From an optimization exercise on the open Yosys and OpenROAD flow, aimed at small area, a short achievable clock period and few clock cycles per item; shortcuts taken in it are not production practice.
The RTL was checked by simulation tests, not by an equivalence proof against the original design.

==> inputs of run D <==
==> flow/design.v <==
package sdram_pixel_reader_pkg;
  localparam int DEF_BURST_LEN = 8;
  localparam int DEF_FIFO_DEPTH = 16;
endpackage
module pixel_rx_fifo #(
  parameter DATA_W = 32,
  parameter DEPTH  = 16
) (
  input  logic              clk_clk,
  input  logic              reset_reset_n,
  input  logic              push_i,
  input  logic [DATA_W-1:0] wdata_i,
  input  logic              ready_i,
  output logic [DATA_W-1:0] rdata_o,
  output logic              valid_o,
  output logic              pop_o,
  output logic              valid_d_o
);
  localparam M     = DEPTH - 1;
  localparam CNT_W = $clog2(M + 1);
  logic [DATA_W-1:0] mem_q [M];
  logic [M-1:0]      wr_oh_q, rd_oh_q;
  logic [CNT_W-1:0]  cnt_q, cnt_d;
  logic              full_q;
  logic [DATA_W-1:0] head_q, head_d;
  logic              hv_q;      
  logic              hvn_q;     
  logic              take, stored, from_mem, bypass, wr_adv;
  logic [DATA_W-1:0] mem_rd;
  always_comb begin
    mem_rd = '0;
    for (int i = 0; i < M; i++)
      mem_rd = mem_rd | (mem_q[i] & {DATA_W{rd_oh_q[i]}});
  end
  assign stored    = (cnt_q != '0);
  assign pop_o     = !hvn_q && ready_i;
  assign take      = hvn_q || ready_i;
  assign from_mem  = take && stored;
  assign bypass    = take && !stored;
  assign wr_adv    = push_i && !bypass;
  assign valid_d_o = !take || stored || push_i;
  assign head_d = ({DATA_W{from_mem}} & mem_rd)
                | ({DATA_W{bypass}}   & wdata_i)
                | ({DATA_W{!take}}    & head_q);
  always_comb begin
    cnt_d = cnt_q;
    if (wr_adv && !from_mem)      cnt_d = cnt_q + 1'b1;
    else if (!wr_adv && from_mem) cnt_d = cnt_q - 1'b1;
  end
  always_ff @(posedge clk_clk) begin
    for (int i = 0; i < M; i++)
      if (wr_oh_q[i] && !full_q) mem_q[i] <= wdata_i;
    head_q <= head_d;
  end
  always_ff @(posedge clk_clk or negedge reset_reset_n) begin
    if (!reset_reset_n) begin
      wr_oh_q <= M'(1);
      rd_oh_q <= M'(1);
      cnt_q   <= '0;
      full_q  <= 1'b0;
      hv_q    <= 1'b0;
      hvn_q   <= 1'b1;
    end else begin
      if (wr_adv)   wr_oh_q <= {wr_oh_q[M-2:0], wr_oh_q[M-1]};
      if (from_mem) rd_oh_q <= {rd_oh_q[M-2:0], rd_oh_q[M-1]};
      cnt_q  <= cnt_d;
      full_q <= (cnt_d == CNT_W'(M));
      hv_q   <= valid_d_o;
      hvn_q  <= !valid_d_o;
    end
  end
  assign rdata_o = head_q;
  assign valid_o = hv_q;
endmodule
module sdram_pixel_reader #(
  parameter DEPTH = sdram_pixel_reader_pkg::DEF_FIFO_DEPTH
) (
  input  logic        clk_clk,
  input  logic        reset_reset_n,
  input  logic        start,
  input  logic [31:0] base_addr,
  input  logic [23:0] length_words,
  output logic        busy,
  output logic        done,
  output logic [31:0] avm_address,
  output logic        avm_read,
  output logic [3:0]  avm_burstcount,
  input  logic        avm_waitrequest,
  input  logic [31:0] avm_readdata,
  input  logic        avm_readdatavalid,
  output logic [31:0] src_data,
  output logic        src_valid,
  input  logic        src_ready,
  output logic        src_endofpacket
);
  localparam UW = $clog2(DEPTH + 9);
  logic        busy_q, done_q, read_q, pend_q, acc_q;
  logic        idle_q;
  logic [26:0] blk_q, blk_d;    
  logic [4:0]  off_q, off_d;    
  logic [20:0] nb_q;            
  logic [2:0]  part_q;          
  logic [2:0]  ge_q;
  logic [UW-1:0] room_q;        
  logic [3:0]  burst_q, burst_d;
  logic [UW-1:0] used_q, sum_q;
  logic        eop_q;
  logic        accept, pop, len_nz, pend_after, hold;
  logic [3:0]  burst_after, burst_ld;
  logic        ok_now, ok_after;
  logic        fifo_valid_d;
  logic        last_d;
  logic [UW-1:0] sum_acc;
  assign accept = read_q && !avm_waitrequest;
  assign len_nz = (length_words != '0);
  assign burst_after = ge_q[1] ? 4'd8 : {1'b0, part_q};
  assign pend_after  = ge_q[1] || (ge_q[0] && (part_q != '0));
  assign burst_ld    = (length_words[23:3] != '0) ? 4'd8 : {1'b0, length_words[2:0]};
  assign ok_now   = pop ? (sum_q <= UW'(DEPTH + 1)) : (sum_q <= UW'(DEPTH));
  assign ok_after = ge_q[1] ? (pop ? (sum_q <= UW'(DEPTH - 7)) : (sum_q <= UW'(DEPTH - 8)))
                            : (pop ? (sum_q <= room_q + UW'(1)) : (sum_q <= room_q));
  assign last_d = acc_q ? (!pend_after && (pop ? (sum_q == UW'(2)) : (sum_q == UW'(1))))
                        : (!pend_q     && (pop ? (used_q == UW'(2)) : (used_q == UW'(1))));
  assign sum_acc = sum_q + UW'(burst_after);
  pixel_rx_fifo #(
    .DATA_W (32),
    .DEPTH  (DEPTH)
  ) u_fifo (
    .clk_clk       (clk_clk),
    .reset_reset_n (reset_reset_n),
    .push_i        (avm_readdatavalid),
    .wdata_i       (avm_readdata),
    .ready_i       (src_ready),
    .rdata_o       (src_data),
    .valid_o       (src_valid),
    .pop_o         (pop),
    .valid_d_o     (fifo_valid_d)
  );
  assign hold    = !idle_q && !acc_q;
  assign blk_d   = ({27{idle_q}} & base_addr[31:5])
                 | ({27{acc_q}}  & (blk_q + 27'd1))
                 | ({27{hold}}   & blk_q);
  assign off_d   = ({5{idle_q}}  & base_addr[4:0])
                 | ({5{!idle_q}} & off_q);
  assign burst_d = ({4{idle_q}}  & burst_ld)
                 | ({4{acc_q}}   & burst_after)
                 | ({4{hold}}    & burst_q);
  always_ff @(posedge clk_clk) begin
    blk_q   <= blk_d;
    off_q   <= off_d;
    burst_q <= burst_d;
    if (idle_q) begin
      nb_q    <= length_words[23:3];
      part_q  <= length_words[2:0];
      ge_q[0] <= (length_words[23:3] != '0);
      ge_q[1] <= (length_words[23:4] != '0);
      ge_q[2] <= (length_words[23:5] != '0) || (length_words[4] && length_words[3]);
      room_q  <= UW'(DEPTH) - UW'(length_words[2:0]);
    end else if (acc_q) begin
      if (ge_q[0]) nb_q   <= nb_q - 21'd1;
      else         part_q <= '0;
      ge_q    <= {(nb_q[20:2] != '0), ge_q[2:1]};
    end
  end
  always_ff @(posedge clk_clk or negedge reset_reset_n) begin
    if (!reset_reset_n) begin
      busy_q <= 1'b0;
      idle_q <= 1'b1;
      done_q <= 1'b0;
      read_q <= 1'b0;
      acc_q  <= 1'b0;
      pend_q <= 1'b0;
      used_q <= '0;
      sum_q  <= '0;
      eop_q  <= 1'b0;
    end else begin
      acc_q <= !idle_q && accept;
      if (idle_q) begin
        busy_q <= start && len_nz;
        idle_q <= !(start && len_nz);
        done_q <= start && !len_nz;
        read_q <= start && len_nz;
        pend_q <= 1'b1;
        used_q <= '0;
        sum_q  <= UW'(burst_ld);
        eop_q  <= 1'b0;
      end else begin
        busy_q <= !(pop && eop_q);
        idle_q <= pop && eop_q;
        done_q <= pop && eop_q;
        if (acc_q) begin
          read_q <= pend_after && ok_after;
          pend_q <= pend_after;
          used_q <= pop ? sum_q - UW'(1) : sum_q;
          sum_q  <= pop ? sum_acc - UW'(1) : sum_acc;
        end else begin
          if (accept)       read_q <= 1'b0;
          else if (!read_q) read_q <= pend_q && ok_now;
          used_q <= pop ? used_q - UW'(1) : used_q;
          sum_q  <= pop ? sum_q - UW'(1) : sum_q;
        end
        eop_q  <= fifo_valid_d && last_d;
      end
    end
  end
  assign busy            = busy_q;
  assign done            = done_q;
  assign avm_address     = {blk_q, off_q};
  assign avm_read        = read_q;
  assign avm_burstcount  = burst_q;
  assign src_endofpacket = eop_q;
endmodule
==> flow/flow/run.sh <==
#!/bin/bash
# Layout flow: the standard ORFS flow, with two changes:
#  - the port buffers that global placement inserts are buf_1 cells (timing
#    repair resizes them as needed) instead of the default delay-type buffer;
#  - clock tree synthesis clusters up to 25 sinks within 90 um per leaf
#    buffer, which needs fewer clock buffers.
set -e
cp standard.sh standard.sh.txt
export BUFFER_PORTS_ARGS="-buffer_cell sky130_fd_sc_hd__buf_1"
export CTS_ARGS="-sink_clustering_enable -sink_clustering_size 25 -sink_clustering_max_diameter 90 -repair_clock_nets"
bash standard.sh > standard.log 2>&1
==> flow/standard.sh <==
#!/bin/bash
# synth_recipe.tcl (not shown) runs the flow's synth.tcl, then flattens the netlist and writes it again
# the make line also repeats each setting of config.mk as NAME=value (left out here)
make -C /OpenROAD-flow-scripts/flow DESIGN_CONFIG=/design/flow/config.mk WORK_HOME=/design/flow/orfs CLKGATE_MAP_FILE= SYNTH_SCRIPT=/design/flow/synth_recipe.tcl "${@:-finish}"
==> flow/config.mk <==
export PLATFORM = sky130hd
export DESIGN_NAME = sdram_pixel_reader
export DESIGN_NICKNAME = sdram_pixel_reader
export VERILOG_FILES = /design/flow/design.v
export SDC_FILE = /design/flow/constraint.sdc
export NUM_CORES = 4
export LEC_CHECK = 0
export CAP_MARGIN = 5
export CORE_MARGIN = 2
export CORE_UTILIZATION = 60
export SETUP_SLACK_MARGIN = 4.0
export SLEW_MARGIN = 5
==> flow/constraint.sdc <==
create_clock -name core_clock -period 6.5 [get_ports {clk_clk}]
set_input_delay 1.3000 -clock core_clock [delete_from_list [all_inputs] [get_ports {clk_clk}]]
set_output_delay 1.3000 -clock core_clock [all_outputs]
set_load 0.01 [all_outputs]
==> run M: changes against run D <==
==> flow/flow/run.sh (replaced) <==
#!/bin/bash
# Layout flow: the standard ORFS flow, with two changes:
#  - the port buffers that global placement inserts are buf_1 cells (timing
#    repair resizes them as needed) instead of the default delay-type buffer;
#  - clock tree synthesis clusters up to 30 sinks within 100 um per leaf
#    buffer, which needs fewer clock buffers.
set -e
cp standard.sh standard.sh.txt
export BUFFER_PORTS_ARGS="-buffer_cell sky130_fd_sc_hd__buf_1"
export CTS_ARGS="-sink_clustering_enable -sink_clustering_size 30 -sink_clustering_max_diameter 100 -repair_clock_nets"
bash standard.sh > standard.log 2>&1
Settings changed: CAP_MARGIN 5 to 20, CORE_UTILIZATION 60 to 40, SLEW_MARGIN 5 to 20.
==> run F: changes against run D <==
==> flow/flow/run.sh (replaced) <==
#!/bin/bash
# Layout flow: the standard ORFS flow, unchanged except that the port
# buffers that global placement inserts are buf_1 cells (later resized by
# timing repair as needed) instead of the default delay-type buffer.
set -e
cp standard.sh standard.sh.txt
export BUFFER_PORTS_ARGS="-buffer_cell sky130_fd_sc_hd__buf_1"
bash standard.sh > standard.log 2>&1
Settings changed: CAP_MARGIN 5 to 20, CORE_UTILIZATION 60 to 40, SETUP_SLACK_MARGIN 4.0 to 4.2, SLEW_MARGIN 5 to 20.
==> run Y: changes against run D <==
==> flow/design.v, changed modules only <==
module pixel_rx_fifo #(
  parameter DATA_W = 32,
  parameter DEPTH  = 24
) (
  input  logic              clk_clk,
  input  logic              reset_reset_n,
  input  logic              push_i,
  input  logic [DATA_W-1:0] wdata_i,
  input  logic              pop_i,
  output logic [DATA_W-1:0] rdata_o,
  output logic              valid_o,
  output logic              valid_d_o
);
  localparam M     = DEPTH - 1;
  localparam CNT_W = $clog2(M + 1);
  logic [DATA_W-1:0] mem_q [M];
  logic [M-1:0]      wr_oh_q, rd_oh_q;
  logic [CNT_W-1:0]  cnt_q;
  logic [DATA_W-1:0] head_q;
  logic              hv_q;
  logic              take, stored, from_mem, bypass, wr_adv;
  logic [DATA_W-1:0] mem_rd;
  always_comb begin
    mem_rd = '0;
    for (int i = 0; i < M; i++)
      mem_rd = mem_rd | (mem_q[i] & {DATA_W{rd_oh_q[i]}});
  end
  assign stored   = (cnt_q != '0);
  assign take     = !hv_q || pop_i;
  assign from_mem = take && stored;
  assign bypass   = take && !stored;
  assign wr_adv   = push_i && !bypass;
  assign valid_d_o = !take || stored || push_i;
  always_ff @(posedge clk_clk) begin
    for (int i = 0; i < M; i++)
      if (push_i && wr_oh_q[i]) mem_q[i] <= wdata_i;
    if (from_mem)                head_q <= mem_rd;
    else if (bypass && push_i)   head_q <= wdata_i;
  end
  always_ff @(posedge clk_clk or negedge reset_reset_n) begin
    if (!reset_reset_n) begin
      wr_oh_q <= M'(1);
      rd_oh_q <= M'(1);
      cnt_q   <= '0;
      hv_q    <= 1'b0;
    end else begin
      if (wr_adv)   wr_oh_q <= {wr_oh_q[M-2:0], wr_oh_q[M-1]};
      if (from_mem) rd_oh_q <= {rd_oh_q[M-2:0], rd_oh_q[M-1]};
      if (wr_adv && !from_mem)      cnt_q <= cnt_q + 1'b1;
      else if (!wr_adv && from_mem) cnt_q <= cnt_q - 1'b1;
      hv_q <= valid_d_o;
    end
  end
  assign rdata_o = head_q;
  assign valid_o = hv_q;
endmodule
module sdram_pixel_reader #(
  parameter DEPTH = sdram_pixel_reader_pkg::DEF_FIFO_DEPTH
) (
  input  logic        clk_clk,
  input  logic        reset_reset_n,
  input  logic        start,
  input  logic [31:0] base_addr,
  input  logic [23:0] length_words,
  output logic        busy,
  output logic        done,
  output logic [31:0] avm_address,
  output logic        avm_read,
  output logic [3:0]  avm_burstcount,
  input  logic        avm_waitrequest,
  input  logic [31:0] avm_readdata,
  input  logic        avm_readdatavalid,
  output logic [31:0] src_data,
  output logic        src_valid,
  input  logic        src_ready,
  output logic        src_endofpacket
);
  localparam UW = $clog2(DEPTH + 9);
  logic        busy_q, done_q, read_q, pend_q;
  logic        idle_q;
  logic [26:0] blk_q;           
  logic [4:0]  off_q;           
  logic [20:0] nb_q;            
  logic [2:0]  part_q;          
  logic [2:0]  ge_q;
  logic [UW-1:0] room_q;        
  logic [3:0]  burst_q;
  logic [UW-1:0] used_q, sum_q;
  logic        eop_q;
  logic        accept, pop, len_nz, pend_after;
  logic [3:0]  burst_after, burst_ld;
  logic        ok_now, ok_after;
  logic        fifo_valid, fifo_valid_d;
  logic        last_d;
  logic [UW-1:0] sum_acc;
  assign accept = read_q && !avm_waitrequest;
  assign pop    = fifo_valid && src_ready;
  assign len_nz = (length_words != '0);
  assign burst_after = ge_q[1] ? 4'd8 : {1'b0, part_q};
  assign pend_after  = ge_q[1] || (ge_q[0] && (part_q != '0));
  assign burst_ld    = (length_words[23:3] != '0) ? 4'd8 : {1'b0, length_words[2:0]};
  assign ok_now   = pop ? (sum_q <= UW'(DEPTH + 1)) : (sum_q <= UW'(DEPTH));
  assign ok_after = ge_q[1] ? (pop ? (sum_q <= UW'(DEPTH - 7)) : (sum_q <= UW'(DEPTH - 8)))
                            : (pop ? (sum_q <= room_q + UW'(1)) : (sum_q <= room_q));
  assign last_d = accept ? (!pend_after && (pop ? (sum_q == UW'(2)) : (sum_q == UW'(1))))
                         : (!pend_q     && (pop ? (used_q == UW'(2)) : (used_q == UW'(1))));
  assign sum_acc = sum_q + UW'(burst_after);
  pixel_rx_fifo #(
    .DATA_W (32),
    .DEPTH  (DEPTH)
  ) u_fifo (
    .clk_clk       (clk_clk),
    .reset_reset_n (reset_reset_n),
    .push_i        (avm_readdatavalid),
    .wdata_i       (avm_readdata),
    .pop_i         (pop),
    .rdata_o       (src_data),
    .valid_o       (fifo_valid),
    .valid_d_o     (fifo_valid_d)
  );
  always_ff @(posedge clk_clk) begin
    if (idle_q) begin
      blk_q   <= base_addr[31:5];
      off_q   <= base_addr[4:0];
      nb_q    <= length_words[23:3];
      part_q  <= length_words[2:0];
      ge_q[0] <= (length_words[23:3] != '0);
      ge_q[1] <= (length_words[23:4] != '0);
      ge_q[2] <= (length_words[23:5] != '0) || (length_words[4] && length_words[3]);
      room_q  <= UW'(DEPTH) - UW'(length_words[2:0]);
      burst_q <= burst_ld;
    end else if (accept) begin
      blk_q   <= blk_q + 27'd1;
      if (ge_q[0]) nb_q   <= nb_q - 21'd1;
      else         part_q <= '0;
      ge_q    <= {(nb_q[20:2] != '0), ge_q[2:1]};
      burst_q <= burst_after;
    end
  end
  always_ff @(posedge clk_clk or negedge reset_reset_n) begin
    if (!reset_reset_n) begin
      busy_q <= 1'b0;
      idle_q <= 1'b1;
      done_q <= 1'b0;
      read_q <= 1'b0;
      pend_q <= 1'b0;
      used_q <= '0;
      sum_q  <= '0;
      eop_q  <= 1'b0;
    end else begin
      if (idle_q) begin
        busy_q <= start && len_nz;
        idle_q <= !(start && len_nz);
        done_q <= start && !len_nz;
        read_q <= start && len_nz;
        pend_q <= 1'b1;
        used_q <= '0;
        sum_q  <= UW'(burst_ld);
        eop_q  <= 1'b0;
      end else begin
        busy_q <= !(pop && eop_q);
        idle_q <= pop && eop_q;
        done_q <= pop && eop_q;
        if (accept) begin
          read_q <= pend_after && ok_after;
          pend_q <= pend_after;
          used_q <= pop ? sum_q - UW'(1) : sum_q;
          sum_q  <= pop ? sum_acc - UW'(1) : sum_acc;
        end else begin
          if (!read_q) read_q <= pend_q && ok_now;
          used_q <= pop ? used_q - UW'(1) : used_q;
          sum_q  <= pop ? sum_q - UW'(1) : sum_q;
        end
        eop_q  <= fifo_valid_d && last_d;
      end
    end
  end
  assign busy            = busy_q;
  assign done            = done_q;
  assign avm_address     = {blk_q, off_q};
  assign avm_read        = read_q;
  assign avm_burstcount  = burst_q;
  assign src_valid       = fifo_valid;
  assign src_endofpacket = eop_q;
endmodule
==> flow/run.sh (new file) <==
#!/bin/bash
# synth_recipe.tcl (not shown) runs the flow's synth.tcl, then flattens the netlist and writes it again
# the make line also repeats each setting of config.mk as NAME=value (left out here)
make -C /OpenROAD-flow-scripts/flow DESIGN_CONFIG=/design/flow/config.mk WORK_HOME=/design/flow/orfs CLKGATE_MAP_FILE= SYNTH_SCRIPT=/design/flow/synth_recipe.tcl finish
Settings changed: CAP_MARGIN 5 to 20, CORE_UTILIZATION 60 to 40, SETUP_SLACK_MARGIN 4.0 to 3.5, SLEW_MARGIN 5 to 20.
removed: flow/flow/run.sh
removed: flow/standard.sh
==> flow_summary.ini <==
[run_status]
status = timing/DRC/antenna clean

[power]
powerDensity_mw_per_mm2 = 354.6

[critical_path]
critical_path.endpoint = src_endofpacket
cp.arrival_ns = 1.18

[final_layout]
sh_seq_area = 0.6140

[detailed_routing]
wl_met2_um = 33500
the above is filed under run F

==> flow_summary.ini <==
[final_layout]
largest_register_ffs = 480
sh_seq_area = 0.6359

[die]
coreArea_sq_mm = 0.06148

[critical_path]
critical_path.endpoint = avm_address[28]
cp.arrival_ns = 1.63
r2r_cells = 3
slowest_stage = clkdlybuf4s50_1

[synth]
yosysUniqueCellTypes = 55
synth_most_common_cell = edfxtp_1

[timing]
setup_ws_ns = 3.566
slew_headroom = 0.2183

[run_status]
status = timing/DRC/antenna clean

[power]
powerDensity_mw_per_mm2 = 336.4
the above is filed under run Y

==> flow_summary.ini <==
[synth]
synth-seq-area-share = 0.7344

[global_route]
grt_max_degree = 65

[placement]
post_dp_cell_area_sq_mm = 0.02596

[power]
clock_power_share = 0.247
powerDensity_mw_per_mm2 = 314.6

[critical_path]
regToRegSetupSlack_ns = 4.14
cp.required_ns = 5.20
critical_path.endpoint = src_data[9]
cp.arrival_ns = 1.18

[final_layout]
buffers = 203

[timing]
min_period_ns = 2.481

[detailed_routing]
wl_met2_um = 30540

[run_status]
status = timing/DRC/antenna clean
the above is filed under run D

==> flow_summary.ini <==
[critical_path]
cp.arrival_ns = 1.19
cp_max_fo = 2
rr_endpoint = u_fifo.wr_oh_q[12]$_DFFE_PN0P_
cp.depth = 1
crit_family = flip-flops

[run_status]
status = timing/DRC/antenna clean

[final_layout]
sh_seq_area = 0.6660
mostFrequentLayoutCells = edfxtp_1, a22oi_1, buf_1

[placement]
io_buffers = 166

[global_route]
grt-busiest-layer = met2

[power]
powerDensity_mw_per_mm2 = 306.9

[die]
rows = 91

[detailed_routing]
wl_met2_um = 33110
the above is filed under run M

Testbench counts of run D, summed over its fixed seeds: cycles 382,195, items 220,665.
Testbench counts of run M, summed over its fixed seeds: cycles 382,195, items 220,665.
Testbench counts of run F, summed over its fixed seeds: cycles 382,195, items 220,665.
Testbench counts of run Y, summed over its fixed seeds: cycles 382,109, items 220,665.

[separate check: timing with driven ports]
Ports are ideal in the flow. The routed layouts listed here were re-timed in OpenROAD. Step 1, drivers: a clkbuf_16 drives clk_clk and a buf_2 each remaining input, both assumed. Step 2 also shifts input and output timing later by t, the mid clock arrival at the registers, as if the neighbouring blocks saw the same clock. Three values: ideal ports, drivers, drivers and shift; two values: the first two.
run	t (ns)	setup WS [ns]	worst hold slack (ns)	slew at the worst register clock pin (ns)	cell pins on the clock port's net
run D	0.679	4.019 / 3.960 / 3.483	0.472 / 0.472 / 0.472	0.10 / 0.10	1
run M	0.661	4.010 / 3.950 / 3.391	0.472 / 0.472 / 0.472	0.12 / 0.12	1
run F	0.654	4.024 / 3.966 / 3.546	0.457 / 0.457 / 0.457	0.06 / 0.06	1
run Y	0.659	3.566 / 3.506 / 2.918	0.492 / 0.492 / 0.492	0.06 / 0.06	1
After both steps every run listed still meets setup and hold. The setup slack of run Y, which loses most, moves by -0.060 ns with the drivers and by -0.648 ns with both steps.
